This is an optimization exercise on Yosys and OpenROAD, whose aim is small area, not a production implementation. RTL that was checked went through simulation tests only; none was proved equivalent to the original.

==> inputs of yarrow <==
Design md_exec_unit, start of the top module:
module md_exec_unit
(
    input  logic               clk,
    input  logic               reset,
    input  logic               req_valid,
    input  logic [3:0]         op,
    input  logic [63:0]        srca,
    input  logic [63:0]        srcb,
    input  logic               hold,
    input  logic               flush,
    output logic               exe_is_waiting,
    output logic               result_valid,
    output logic [63:0]        result
);
clock: 5.5 ns
lec_check: 0
abc_area: 1
cap_margin: 0
core_margin: 2
core_utilization: 65
cts_buf_list: sky130_fd_sc_hd__clkbuf_4
slew_margin: 0
standard.sh (not shown) runs the stock make flow with config.mk's settings and CLKGATE_MAP_FILE= SYNTH_SCRIPT=/design/flow/synth_recipe.tcl, a recipe that flattens the netlist after the stock synthesis.
==> flow/flow/run.sh <==
#!/bin/bash
# Standard layout, except: the port buffers are the smallest buffer cell, and
# clock tree synthesis inserts no dummy loads.
set -euo pipefail
export BUFFER_PORTS_ARGS="-buffer_cell sky130_fd_sc_hd__buf_1"
export CTS_ARGS="-sink_clustering_enable -repair_clock_nets -buf_list sky130_fd_sc_hd__clkbuf_4 -dont_use_dummy_load"
bash standard.sh > standard_sh.log 2>&1
==> sierra (differences from yarrow) <==
--- a/flow/design.v
+++ b/flow/design.v
@@ -64,11 +64,11 @@
     input  logic [65:0] x,
     input  logic [65:0] y,
     input  logic        cin,
     output logic [65:0] sum
 );
-    localparam int K  = 5;
+    localparam int K  = 11;
     localparam int NB = (66 + K - 1) / K;
     localparam int NP = NB * K;
     logic [NP-1:0] p, g, sfull;
     logic [NB:0]   bc;
     assign p  = {{(NP-66){1'b0}}, x ^ y};
@@ -177,23 +177,17 @@
     logic [63:0] L;
     logic [63:0] M;
     logic        na_q, dneg_q;
     logic        seen;
     logic        allone;
-    logic        k_sdyn, k_enl, k_sbase, k_enhs;
-    logic        k_idle, k_clrh, k_divm, k_done, k_shr;
+    logic        k_idle, k_clrh, k_divm, k_done, k_sdyn, k_enl, k_sbase, k_enhs;
     logic        idle, accept, f_div, f_rem, f_w, f_sa, f_high;
     logic        n_div, n_rem, n_w, n_sa, n_dneg;
     logic        term, term_n, hs_step, hs_post, en, s, q, raw, negact, lin, cnt_inc;
     logic [65:0] mext, y, S;
     always_comb begin
         idle   = (ph == P_IDLE);
-        k_idle = idle;
-        k_clrh = (ph == P_IDLE) | (ph == P_PRE);
-        k_divm = (ph == P_INIT) | ((ph == P_STEP) & is_div(op_q));
-        k_done = (ph == P_DONE);
-        k_shr  = ~k_clrh & ~k_divm & ~k_done | (ph == P_PRE);
         accept = idle & req_valid & ~flush & is_md_op(op);
         f_div  = is_div(op_q);
         f_rem  = is_rem(op_q);
         f_w    = op_q[3];
         f_sa   = is_signed_a(op_q);
@@ -250,30 +244,37 @@
             dneg_q <= is_signed_b(op) & (op[3] ? srcb[31] : srcb[63]);
         end
         if (k_clrh)                H <= '0;
         else if (k_divm)           H <= {S[64:0], L[63]};
         else                       H <= {S[65], S[65:1]};
-        L <= ({64{k_idle}} & srca)
-           | ({64{k_divm}} & {L[62:0], q})
-           | ({64{k_shr}}  & {lin, L[63:1]})
-           | ({64{k_done}} & L);
+        if (k_idle)                L <= srca;
+        else if (k_divm)           L <= {L[62:0], q};
+        else if (!k_done)          L <= {lin, L[63:1]};
         if ((ph == P_PRE) | (ph == P_POST)) seen <= seen | raw;
         else                                seen <= 1'b0;
         if (ph == P_INIT)                   allone <= 1'b1;
         else if (k_sdyn)                    allone <= allone & q;
     end
     always_ff @(posedge clk or negedge reset) begin
         if (!reset) begin
             ph      <= P_IDLE;
             cnt     <= '0;
+            k_idle  <= 1'b1;
+            k_clrh  <= 1'b1;
+            k_divm  <= 1'b0;
+            k_done  <= 1'b0;
             k_sdyn  <= 1'b0;
             k_enl   <= 1'b0;
             k_sbase <= 1'b0;
             k_enhs  <= 1'b0;
         end else begin
             ph      <= ph_n;
             cnt     <= cnt_n;
+            k_idle  <= (ph_n == P_IDLE);
+            k_clrh  <= (ph_n == P_IDLE) | (ph_n == P_PRE);
+            k_divm  <= (ph_n == P_INIT) | ((ph_n == P_STEP) & n_div);
+            k_done  <= (ph_n == P_DONE);
             k_sdyn  <= (ph_n == P_STEP) & n_div;
             k_enl   <= (ph_n == P_STEP) & ~n_div;
             k_sbase <= ((ph_n == P_STEP) & ~n_div & n_sa & term_n) | ((ph_n == P_POST) & n_dneg);
             k_enhs  <= (ph_n == P_POST) & n_rem & (cnt_n == 6'd0);
         end
==> flow/run.sh (new file) <==
#!/bin/bash
# synth_recipe.tcl (not shown) runs the flow's synth.tcl, then flattens the netlist and writes it again
# the make line also repeats each setting of config.mk as NAME=value (left out here)
make -C /OpenROAD-flow-scripts/flow DESIGN_CONFIG=/design/flow/config.mk WORK_HOME=/design/flow/orfs CLKGATE_MAP_FILE= SYNTH_SCRIPT=/design/flow/synth_recipe.tcl finish
removed: flow/flow/run.sh
removed: flow/standard.sh
==> results.py <==
metrics = {
    "synth": {
        "yosysSeqAreaShare_pct": 42.43,
        "synth_compound_area_share_pct": 11.89,
    },
    "finish": {
        "num-clock-buffers": 56,
    },
    "outcome": {
        "status": "no timing/DRC/antenna violations",
    },
    "sta": {
        "holdWs_ps": 467.1,
    },
}
the above is filed under yarrow

==> results.py <==
metrics = {
    "synth": {
        "yosysSeqAreaShare_pct": 46.67,
        "synth_compound_area_share_pct": 12.50,
    },
    "outcome": {
        "status": "no timing/DRC/antenna violations",
    },
    "sta": {
        "holdWs_ps": 459.4,
    },
}
the above is filed under sierra

Function was not checked in any run of this note: the RTL went through the layout flow alone.

---

==> run E: inputs <==
==> flow/design.v <==
    localparam int unsigned XLEN  = 64;
    localparam int unsigned HALF  = XLEN / 2;
    localparam int unsigned ACC_W = 2 * XLEN;
    localparam int unsigned CNT_W = 7;
    localparam logic [3:0] MD_MUL    = 4'd0;
    localparam logic [3:0] MD_MULH   = 4'd1;
    localparam logic [3:0] MD_MULHSU = 4'd2;
    localparam logic [3:0] MD_MULHU  = 4'd3;
    localparam logic [3:0] MD_DIV    = 4'd4;
    localparam logic [3:0] MD_DIVU   = 4'd5;
    localparam logic [3:0] MD_REM    = 4'd6;
    localparam logic [3:0] MD_REMU   = 4'd7;
    localparam logic [3:0] MD_MULW   = 4'd8;
    localparam logic [3:0] MD_DIVW   = 4'd9;
    localparam logic [3:0] MD_DIVUW  = 4'd10;
    localparam logic [3:0] MD_REMW   = 4'd11;
    localparam logic [3:0] MD_REMUW  = 4'd12;
    localparam logic [1:0] MD_IDLE = 2'd0;
    localparam logic [1:0] MD_BUSY = 2'd1;
    localparam logic [1:0] MD_FIX  = 2'd2;
    localparam logic [1:0] MD_DONE = 2'd3;
    function automatic logic is_md_op(input logic [3:0] f_op);
        is_md_op = (f_op <= 4'd12);
    endfunction
    function automatic logic is_div(input logic [3:0] f_op);
        case (f_op)
            MD_DIV, MD_DIVU, MD_REM, MD_REMU,
            MD_DIVW, MD_DIVUW, MD_REMW, MD_REMUW: is_div = 1'b1;
            default:                              is_div = 1'b0;
        endcase
    endfunction
    function automatic logic is_rem(input logic [3:0] f_op);
        case (f_op)
            MD_REM, MD_REMU, MD_REMW, MD_REMUW: is_rem = 1'b1;
            default:                            is_rem = 1'b0;
        endcase
    endfunction
    function automatic logic is_signed_a(input logic [3:0] f_op);
        case (f_op)
            MD_MULH, MD_MULHSU, MD_DIV, MD_REM, MD_DIVW, MD_REMW: is_signed_a = 1'b1;
            default:                                              is_signed_a = 1'b0;
        endcase
    endfunction
    function automatic logic is_signed_b(input logic [3:0] f_op);
        case (f_op)
            MD_MULH, MD_DIV, MD_REM, MD_DIVW, MD_REMW: is_signed_b = 1'b1;
            default:                                   is_signed_b = 1'b0;
        endcase
    endfunction
    function automatic logic is_word(input logic [3:0] f_op);
        case (f_op)
            MD_MULW, MD_DIVW, MD_DIVUW, MD_REMW, MD_REMUW: is_word = 1'b1;
            default:                                       is_word = 1'b0;
        endcase
    endfunction
    function automatic logic is_high(input logic [3:0] f_op);
        case (f_op)
            MD_MULH, MD_MULHSU, MD_MULHU: is_high = 1'b1;
            default:                      is_high = 1'b0;
        endcase
    endfunction
module md_add66
(
    input  logic [65:0] x,
    input  logic [65:0] y,
    input  logic        cin,
    output logic [65:0] sum
);
    localparam int K  = 5;
    localparam int NB = (66 + K - 1) / K;
    localparam int NP = NB * K;
    logic [NP-1:0] p, g, sfull;
    logic [NB:0]   bc;
    assign p  = {{(NP-66){1'b0}}, x ^ y};
    assign g  = {{(NP-66){1'b0}}, x & y};
    assign bc[0] = cin;
    for (genvar i = 0; i < NB; i++) begin : blk
        logic [K:0] gg, pp;
        assign gg[0] = 1'b0;
        assign pp[0] = 1'b1;
        for (genvar j = 0; j < K; j++) begin : b
            assign gg[j+1] = g[i*K+j] | (p[i*K+j] & gg[j]);
            assign pp[j+1] = p[i*K+j] & pp[j];
            assign sfull[i*K+j] = p[i*K+j] ^ (gg[j] | (pp[j] & bc[i]));
        end
        assign bc[i+1] = gg[K] | (pp[K] & bc[i]);
    end
    assign sum = sfull[65:0];
endmodule
module md_exec_unit
(
    input  logic               clk,
    input  logic               reset,
    input  logic               req_valid,
    input  logic [3:0]         op,
    input  logic [63:0]        srca,
    input  logic [63:0]        srcb,
    input  logic               hold,
    input  logic               flush,
    output logic               exe_is_waiting,
    output logic               result_valid,
    output logic [63:0]        result
);
    localparam int unsigned XLEN  = 64;
    localparam int unsigned HALF  = XLEN / 2;
    localparam int unsigned ACC_W = 2 * XLEN;
    localparam int unsigned CNT_W = 7;
    localparam logic [3:0] MD_MUL    = 4'd0;
    localparam logic [3:0] MD_MULH   = 4'd1;
    localparam logic [3:0] MD_MULHSU = 4'd2;
    localparam logic [3:0] MD_MULHU  = 4'd3;
    localparam logic [3:0] MD_DIV    = 4'd4;
    localparam logic [3:0] MD_DIVU   = 4'd5;
    localparam logic [3:0] MD_REM    = 4'd6;
    localparam logic [3:0] MD_REMU   = 4'd7;
    localparam logic [3:0] MD_MULW   = 4'd8;
    localparam logic [3:0] MD_DIVW   = 4'd9;
    localparam logic [3:0] MD_DIVUW  = 4'd10;
    localparam logic [3:0] MD_REMW   = 4'd11;
    localparam logic [3:0] MD_REMUW  = 4'd12;
    localparam logic [1:0] MD_IDLE = 2'd0;
    localparam logic [1:0] MD_BUSY = 2'd1;
    localparam logic [1:0] MD_FIX  = 2'd2;
    localparam logic [1:0] MD_DONE = 2'd3;
    function automatic logic is_md_op(input logic [3:0] f_op);
        is_md_op = (f_op <= 4'd12);
    endfunction
    function automatic logic is_div(input logic [3:0] f_op);
        case (f_op)
            MD_DIV, MD_DIVU, MD_REM, MD_REMU,
            MD_DIVW, MD_DIVUW, MD_REMW, MD_REMUW: is_div = 1'b1;
            default:                              is_div = 1'b0;
        endcase
    endfunction
    function automatic logic is_rem(input logic [3:0] f_op);
        case (f_op)
            MD_REM, MD_REMU, MD_REMW, MD_REMUW: is_rem = 1'b1;
            default:                            is_rem = 1'b0;
        endcase
    endfunction
    function automatic logic is_signed_a(input logic [3:0] f_op);
        case (f_op)
            MD_MULH, MD_MULHSU, MD_DIV, MD_REM, MD_DIVW, MD_REMW: is_signed_a = 1'b1;
            default:                                              is_signed_a = 1'b0;
        endcase
    endfunction
    function automatic logic is_signed_b(input logic [3:0] f_op);
        case (f_op)
            MD_MULH, MD_DIV, MD_REM, MD_DIVW, MD_REMW: is_signed_b = 1'b1;
            default:                                   is_signed_b = 1'b0;
        endcase
    endfunction
    function automatic logic is_word(input logic [3:0] f_op);
        case (f_op)
            MD_MULW, MD_DIVW, MD_DIVUW, MD_REMW, MD_REMUW: is_word = 1'b1;
            default:                                       is_word = 1'b0;
        endcase
    endfunction
    function automatic logic is_high(input logic [3:0] f_op);
        case (f_op)
            MD_MULH, MD_MULHSU, MD_MULHU: is_high = 1'b1;
            default:                      is_high = 1'b0;
        endcase
    endfunction
    localparam logic [2:0] P_IDLE  = 3'd0;
    localparam logic [2:0] P_PRE   = 3'd1;   
    localparam logic [2:0] P_INIT  = 3'd2;   
    localparam logic [2:0] P_STEP  = 3'd3;   
    localparam logic [2:0] P_POST0 = 3'd4;   
    localparam logic [2:0] P_POST  = 3'd5;   
    localparam logic [2:0] P_REPL  = 3'd6;   
    localparam logic [2:0] P_DONE  = 3'd7;
    logic [2:0]  ph, ph_n;
    logic [5:0]  cnt, cnt_n;
    logic [3:0]  op_q;
    logic [65:0] H;
    logic [63:0] L;
    logic [63:0] M;
    logic        na_q, dneg_q;
    logic        seen;
    logic        allone;
    logic        k_sdyn, k_enl, k_sbase, k_enhs;
    logic        k_idle, k_clrh, k_divm, k_done, k_shr, k_hmul;
    logic        idle, accept, f_div, f_rem, f_w, f_sa, f_high;
    logic        n_div, n_rem, n_w, n_sa, n_dneg;
    logic        term, term_n, hs_step, hs_post, en, s, q, raw, negact, lin, cnt_inc;
    logic [65:0] mext, y, S;
    always_comb begin
        idle   = (ph == P_IDLE);
        k_idle = idle;
        k_clrh = (ph == P_IDLE) | (ph == P_PRE);
        k_divm = (ph == P_INIT) | ((ph == P_STEP) & is_div(op_q));
        k_done = (ph == P_DONE);
        k_hmul = ~k_clrh & ~k_divm;
        k_shr  = ~k_clrh & ~k_divm & ~k_done | (ph == P_PRE);
        accept = idle & req_valid & ~flush & is_md_op(op);
        f_div  = is_div(op_q);
        f_rem  = is_rem(op_q);
        f_w    = op_q[3];
        f_sa   = is_signed_a(op_q);
        f_high = is_high(op_q);
        term   = (&cnt[4:0]) & (cnt[5] | f_w);
        cnt_inc = (ph == P_PRE) | (ph == P_STEP) | (ph == P_POST) | (ph == P_REPL);
        ph_n = ph;
        case (ph)
            P_IDLE:  if (accept) ph_n = is_div(op) ? P_PRE : P_STEP;
            P_PRE:   if (term) ph_n = P_INIT;
            P_INIT:  ph_n = P_STEP;
            P_STEP:  if (term) ph_n = f_div ? (f_rem ? P_POST0 : P_POST)
                                     : (f_high ? P_POST : (f_w ? P_REPL : P_DONE));
            P_POST0: ph_n = P_POST;
            P_POST:  if (term) ph_n = f_w ? P_REPL : P_DONE;
            P_REPL:  if (term) ph_n = P_DONE;
            default: if (!hold) ph_n = P_IDLE;    
        endcase
        if (flush) ph_n = P_IDLE;
        cnt_n = (flush | idle) ? 6'd0 : (cnt_inc ? cnt + 6'd1 : cnt);
        n_div  = idle ? is_div(op)      : f_div;
        n_rem  = idle ? is_rem(op)      : f_rem;
        n_w    = idle ? op[3]           : f_w;
        n_sa   = idle ? is_signed_a(op) : f_sa;
        n_dneg = dneg_q;
        term_n = (&cnt_n[4:0]) & (cnt_n[5] | n_w);
        hs_step = f_w ? H[33] : H[65];
        hs_post = f_w ? H[32] : H[65];
        en = (k_enl & L[0]) | k_sdyn | (k_enhs & hs_post);
        s  = k_sdyn ? (hs_step ^ ~dneg_q) : k_sbase;
        mext        = {{2{dneg_q}}, M};
        mext[32]    = f_w ? dneg_q : M[32];
        y           = ({66{en}} & mext) ^ {66{s}};
        q           = ~(f_w ? S[32] : S[65]);
        raw = S[0];
        if ((ph == P_PRE) | ((ph == P_POST) & f_div & ~f_rem)) raw = L[0];
        else if (ph == P_REPL)                                  raw = L[63];
        negact = 1'b0;
        if (ph == P_PRE)       negact = na_q;
        else if (ph == P_POST) negact = f_div & (f_rem ? na_q : ((na_q ^ dneg_q) & ~allone));
        lin = raw ^ (negact & seen);
    end
    md_add66 u_add (
        .x   (H),
        .y   (y),
        .cin (s),
        .sum (S)
    );
    always_ff @(posedge clk) begin
        if (k_idle) begin
            M      <= srcb;
            op_q   <= op;
            na_q   <= is_signed_a(op) & (op[3] ? srca[31] : srca[63]);
            dneg_q <= is_signed_b(op) & (op[3] ? srcb[31] : srcb[63]);
        end
        H <= ({66{k_divm}} & {S[64:0], L[63]}) | ({66{k_hmul}} & {S[65], S[65:1]});
        L <= ({64{k_idle}} & srca)
           | ({64{k_divm}} & {L[62:0], q})
           | ({64{k_shr}}  & {lin, L[63:1]})
           | ({64{k_done}} & L);
        if ((ph == P_PRE) | (ph == P_POST)) seen <= seen | raw;
        else                                seen <= 1'b0;
        if (ph == P_INIT)                   allone <= 1'b1;
        else if (k_sdyn)                    allone <= allone & q;
    end
    always_ff @(posedge clk or negedge reset) begin
        if (!reset) ph <= P_IDLE;
        else        ph <= ph_n;
    end
    always_ff @(posedge clk) begin
        cnt     <= cnt_n;
        k_sdyn  <= (ph_n == P_STEP) & n_div;
        k_enl   <= (ph_n == P_STEP) & ~n_div;
        k_sbase <= ((ph_n == P_STEP) & ~n_div & n_sa & term_n) | ((ph_n == P_POST) & n_dneg);
        k_enhs  <= (ph_n == P_POST) & n_rem & (cnt_n == 6'd0);
    end
    assign exe_is_waiting = reset & (accept | ((ph != P_IDLE) & (ph != P_DONE)));
    assign result_valid   = (ph == P_DONE);
    assign result         = L;
endmodule
==> flow/flow/run.sh <==
#!/bin/bash
set -euo pipefail
export BUFFER_PORTS_ARGS="-buffer_cell sky130_fd_sc_hd__buf_1"
export CTS_ARGS="-sink_clustering_enable -repair_clock_nets -buf_list sky130_fd_sc_hd__clkbuf_8 -dont_use_dummy_load -sink_clustering_size 20 -sink_clustering_max_diameter 80"
bash standard.sh > standard_sh.log 2>&1
==> flow/standard.sh <==
#!/bin/bash
# synth_recipe.tcl (not shown) runs the flow's synth.tcl, then flattens the netlist and writes it again
# the make line also repeats each setting of config.mk as NAME=value (left out here)
make -C /OpenROAD-flow-scripts/flow DESIGN_CONFIG=/design/flow/config.mk WORK_HOME=/design/flow/orfs CLKGATE_MAP_FILE= SYNTH_SCRIPT=/design/flow/synth_recipe.tcl "${@:-finish}"
==> flow/config.mk <==
export PLATFORM = sky130hd
export DESIGN_NAME = md_exec_unit
export DESIGN_NICKNAME = md_exec_unit
export VERILOG_FILES = /design/flow/design.v
export SDC_FILE = /design/flow/constraint.sdc
export NUM_CORES = 4
export LEC_CHECK = 0
export ABC_AREA = 1
export CAP_MARGIN = 0
export CORE_MARGIN = 2
export CORE_UTILIZATION = 65
export CTS_BUF_LIST = sky130_fd_sc_hd__clkbuf_4
export SLEW_MARGIN = 0
==> flow/constraint.sdc <==
create_clock -name core_clock -period 5.5 [get_ports {clk}]
set_input_delay 1.1000 -clock core_clock [delete_from_list [all_inputs] [get_ports {clk}]]
set_output_delay 1.1000 -clock core_clock [all_outputs]
set_load 0.01 [all_outputs]
==> inputs of run F, as changes to run E <==
--- a/flow/design.v
+++ b/flow/design.v
@@ -181,4 +181,3 @@
     logic        allone;
-    logic        k_sdyn, k_enl, k_sbase, k_enhs;
-    logic        k_idle, k_clrh, k_divm, k_done, k_shr, k_hmul;
+    logic        k_idle, k_clrh, k_divm, k_done, k_shr, k_sdyn, k_enl, k_sbase, k_enhs;
     logic        idle, accept, f_div, f_rem, f_w, f_sa, f_high;
@@ -189,8 +188,2 @@
         idle   = (ph == P_IDLE);
-        k_idle = idle;
-        k_clrh = (ph == P_IDLE) | (ph == P_PRE);
-        k_divm = (ph == P_INIT) | ((ph == P_STEP) & is_div(op_q));
-        k_done = (ph == P_DONE);
-        k_hmul = ~k_clrh & ~k_divm;
-        k_shr  = ~k_clrh & ~k_divm & ~k_done | (ph == P_PRE);
         accept = idle & req_valid & ~flush & is_md_op(op);
@@ -227,3 +220,3 @@
         s  = k_sdyn ? (hs_step ^ ~dneg_q) : k_sbase;
-        mext        = {{2{dneg_q}}, M};
+        mext        = {{2{is_signed_b(op_q) & M[63]}}, M};
         mext[32]    = f_w ? dneg_q : M[32];
@@ -252,3 +245,5 @@
         end
-        H <= ({66{k_divm}} & {S[64:0], L[63]}) | ({66{k_hmul}} & {S[65], S[65:1]});
+        if (k_clrh)                H <= '0;
+        else if (k_divm)           H <= {S[64:0], L[63]};
+        else                       H <= {S[65], S[65:1]};
         L <= ({64{k_idle}} & srca)
@@ -263,11 +258,27 @@
     always_ff @(posedge clk or negedge reset) begin
-        if (!reset) ph <= P_IDLE;
-        else        ph <= ph_n;
-    end
-    always_ff @(posedge clk) begin
-        cnt     <= cnt_n;
-        k_sdyn  <= (ph_n == P_STEP) & n_div;
-        k_enl   <= (ph_n == P_STEP) & ~n_div;
-        k_sbase <= ((ph_n == P_STEP) & ~n_div & n_sa & term_n) | ((ph_n == P_POST) & n_dneg);
-        k_enhs  <= (ph_n == P_POST) & n_rem & (cnt_n == 6'd0);
+        if (!reset) begin
+            ph      <= P_IDLE;
+            cnt     <= '0;
+            k_idle  <= 1'b1;
+            k_clrh  <= 1'b1;
+            k_divm  <= 1'b0;
+            k_done  <= 1'b0;
+            k_shr   <= 1'b0;
+            k_sdyn  <= 1'b0;
+            k_enl   <= 1'b0;
+            k_sbase <= 1'b0;
+            k_enhs  <= 1'b0;
+        end else begin
+            ph      <= ph_n;
+            cnt     <= cnt_n;
+            k_idle  <= (ph_n == P_IDLE);
+            k_clrh  <= (ph_n == P_IDLE) | (ph_n == P_PRE);
+            k_divm  <= (ph_n == P_INIT) | ((ph_n == P_STEP) & n_div);
+            k_done  <= (ph_n == P_DONE);
+            k_shr   <= (ph_n != P_IDLE) & (ph_n != P_DONE) & ~((ph_n == P_INIT) | ((ph_n == P_STEP) & n_div));
+            k_sdyn  <= (ph_n == P_STEP) & n_div;
+            k_enl   <= (ph_n == P_STEP) & ~n_div;
+            k_sbase <= ((ph_n == P_STEP) & ~n_div & n_sa & term_n) | ((ph_n == P_POST) & n_dneg);
+            k_enhs  <= (ph_n == P_POST) & n_rem & (cnt_n == 6'd0);
+        end
     end
==> flow/flow/run.sh (replaced) <==
#!/bin/bash
# Standard layout, except that the port buffers are the smallest buffer cell.
set -euo pipefail
export BUFFER_PORTS_ARGS="-buffer_cell sky130_fd_sc_hd__buf_1"
bash standard.sh > standard_sh.log 2>&1
==> inputs of run M, as changes to run E <==
--- a/flow/design.v
+++ b/flow/design.v
@@ -253,6 +253,3 @@
         H <= ({66{k_divm}} & {S[64:0], L[63]}) | ({66{k_hmul}} & {S[65], S[65:1]});
-        L <= ({64{k_idle}} & srca)
-           | ({64{k_divm}} & {L[62:0], q})
-           | ({64{k_shr}}  & {lin, L[63:1]})
-           | ({64{k_done}} & L);
+        L <= ~(~(({64{k_idle}} & srca) | ({64{k_done}} & L)) & ~(({64{k_divm}} & {L[62:0], q}) | ({64{k_shr}} & {lin, L[63:1]})));
         if ((ph == P_PRE) | (ph == P_POST)) seen <= seen | raw;
==> flow/flow/run.sh (replaced) <==
#!/bin/bash
# The standard layout (standard.sh), with two changes:
# - the port buffers are the smallest buffer cell, sky130_fd_sc_hd__buf_1;
# - clock tree synthesis inserts no dummy loads and clusters up to 9 sinks
#   per clkbuf_4 leaf buffer.
# All of the make output goes to standard_sh.log; ORFS keeps its per-step
# logs under orfs/logs.
set -euo pipefail
export BUFFER_PORTS_ARGS="-buffer_cell sky130_fd_sc_hd__buf_1"
export CTS_ARGS="-sink_clustering_enable -repair_clock_nets -dont_use_dummy_load -buf_list sky130_fd_sc_hd__clkbuf_4 -sink_clustering_size 9 -sink_clustering_max_diameter 50"
bash standard.sh > standard_sh.log 2>&1
==> inputs of run X, as changes to run E <==
==> flow/flow/run.sh (replaced) <==
#!/bin/bash
# Standard layout, except: the port buffers are the smallest buffer cell, and
# clock tree synthesis inserts no dummy loads.
set -euo pipefail
export BUFFER_PORTS_ARGS="-buffer_cell sky130_fd_sc_hd__buf_1"
export CTS_ARGS="-sink_clustering_enable -repair_clock_nets -buf_list sky130_fd_sc_hd__clkbuf_4 -dont_use_dummy_load"
bash standard.sh > standard_sh.log 2>&1
==> flow_summary.json <==
{
  "synth_compound_area_share_pct": 16.1,
  "syn_nets": 1516,
  "clkSlewWorstSetupHoldPaths_ps": 130,
  "nFlopsAndLatches": 216,
  "fin_crit_ps": 4890,
  "status": "finished clean",
  "clk-insertion-delay-late_ps": 520,
  "seq_area_mm2": 0.00504,
  "clock_net_power_mw": 0.720,
  "synthArstFlopShare_pct": 1.39,
  "critPathBufInv": 2,
  "synth-adder-area-share_pct": 9.49,
  "regToRegStartpoint": "op_q[3]$_DFFE_PN_"
}
The numbers above come from run E.

==> flow_summary.json <==
{
  "status": "finished clean",
  "seq_area_mm2": 0.00522,
  "clk-insertion-delay-late_ps": 680,
  "fin_crit_ps": 4880,
  "regToRegStartpoint": "op_q[3]$_DFFE_PP_",
  "synthArstFlopShare_pct": 8.14,
  "clock_net_power_mw": 1.43,
  "syn_nets": 1660,
  "clkSlewWorstSetupHoldPaths_ps": 70,
  "critPathBufInv": 4
}
The numbers above come from run F.

==> flow_summary.json <==
{
  "synthArstFlopShare_pct": 1.39,
  "clk-insertion-delay-late_ps": 670,
  "clkSlewWorstSetupHoldPaths_ps": 60,
  "synth-adder-area-share_pct": 9.49,
  "status": "finished clean",
  "clock_net_power_mw": 1.01,
  "critPathBufInv": 2
}
The numbers above come from run X.

==> flow_summary.json <==
{
  "status": "finished clean",
  "synthArstFlopShare_pct": 1.39,
  "fin_crit_ps": 4890,
  "syn_nets": 1488,
  "seq_area_mm2": 0.00504,
  "p_clk_share_pct": 24.1,
  "clk-insertion-delay-late_ps": 690,
  "setup_tns_ps": 0,
  "clkSlewWorstSetupHoldPaths_ps": 110,
  "synth-adder-area-share_pct": 9.54,
  "clock_net_power_mw": 0.762,
  "critPathBufInv": 2,
  "synth_compound_area_share_pct": 16.7,
  "regToRegStartpoint": "op_q[3]$_DFFE_PN_"
}
The numbers above come from run M.

## re-timing with driven ports
The results above use ideal ports. As a check the final layouts listed here were re-extracted and re-timed, cells and wires unchanged.
Step 1: set_driving_cell puts a clkbuf_16 on clk and a buf_2 on each other input, an assumption about the parent block.
Step 2 also shifts input and output timing later by t, the mid clock arrival at the registers, as if the neighbouring blocks saw the same clock.
Three values: no drivers, after step 1, after step 2; two values: the first two.
run | t, ns | slack for setup (ns) | worst hold slack (ns) | worst setup path at the end | pins driven straight from the clock port
yarrow | 0.665 | 0.658 / 0.658 / 0.658 | 0.467 / 0.467 / 0.467 | register to register | 1
sierra | 0.707 | 0.468 / 0.468 / 0.468 | 0.459 / 0.459 / 0.459 | register to register | 1
run E | 0.544 | 0.613 / 0.613 / 0.613 | 0.408 / 0.392 / 0.466 | register to register | 1
run F | 0.694 | 0.622 / 0.622 / 0.622 | 0.404 / 0.387 / 0.456 | register to register | 1
run M | 0.703 | 0.613 / 0.613 / 0.613 | 0.238 / 0.218 / 0.456 | register to register | 1
run X | 0.682 | 0.620 / 0.620 / 0.620 | 0.277 / 0.263 / 0.456 | register to register | 1
After both steps every run listed still meets setup and hold.
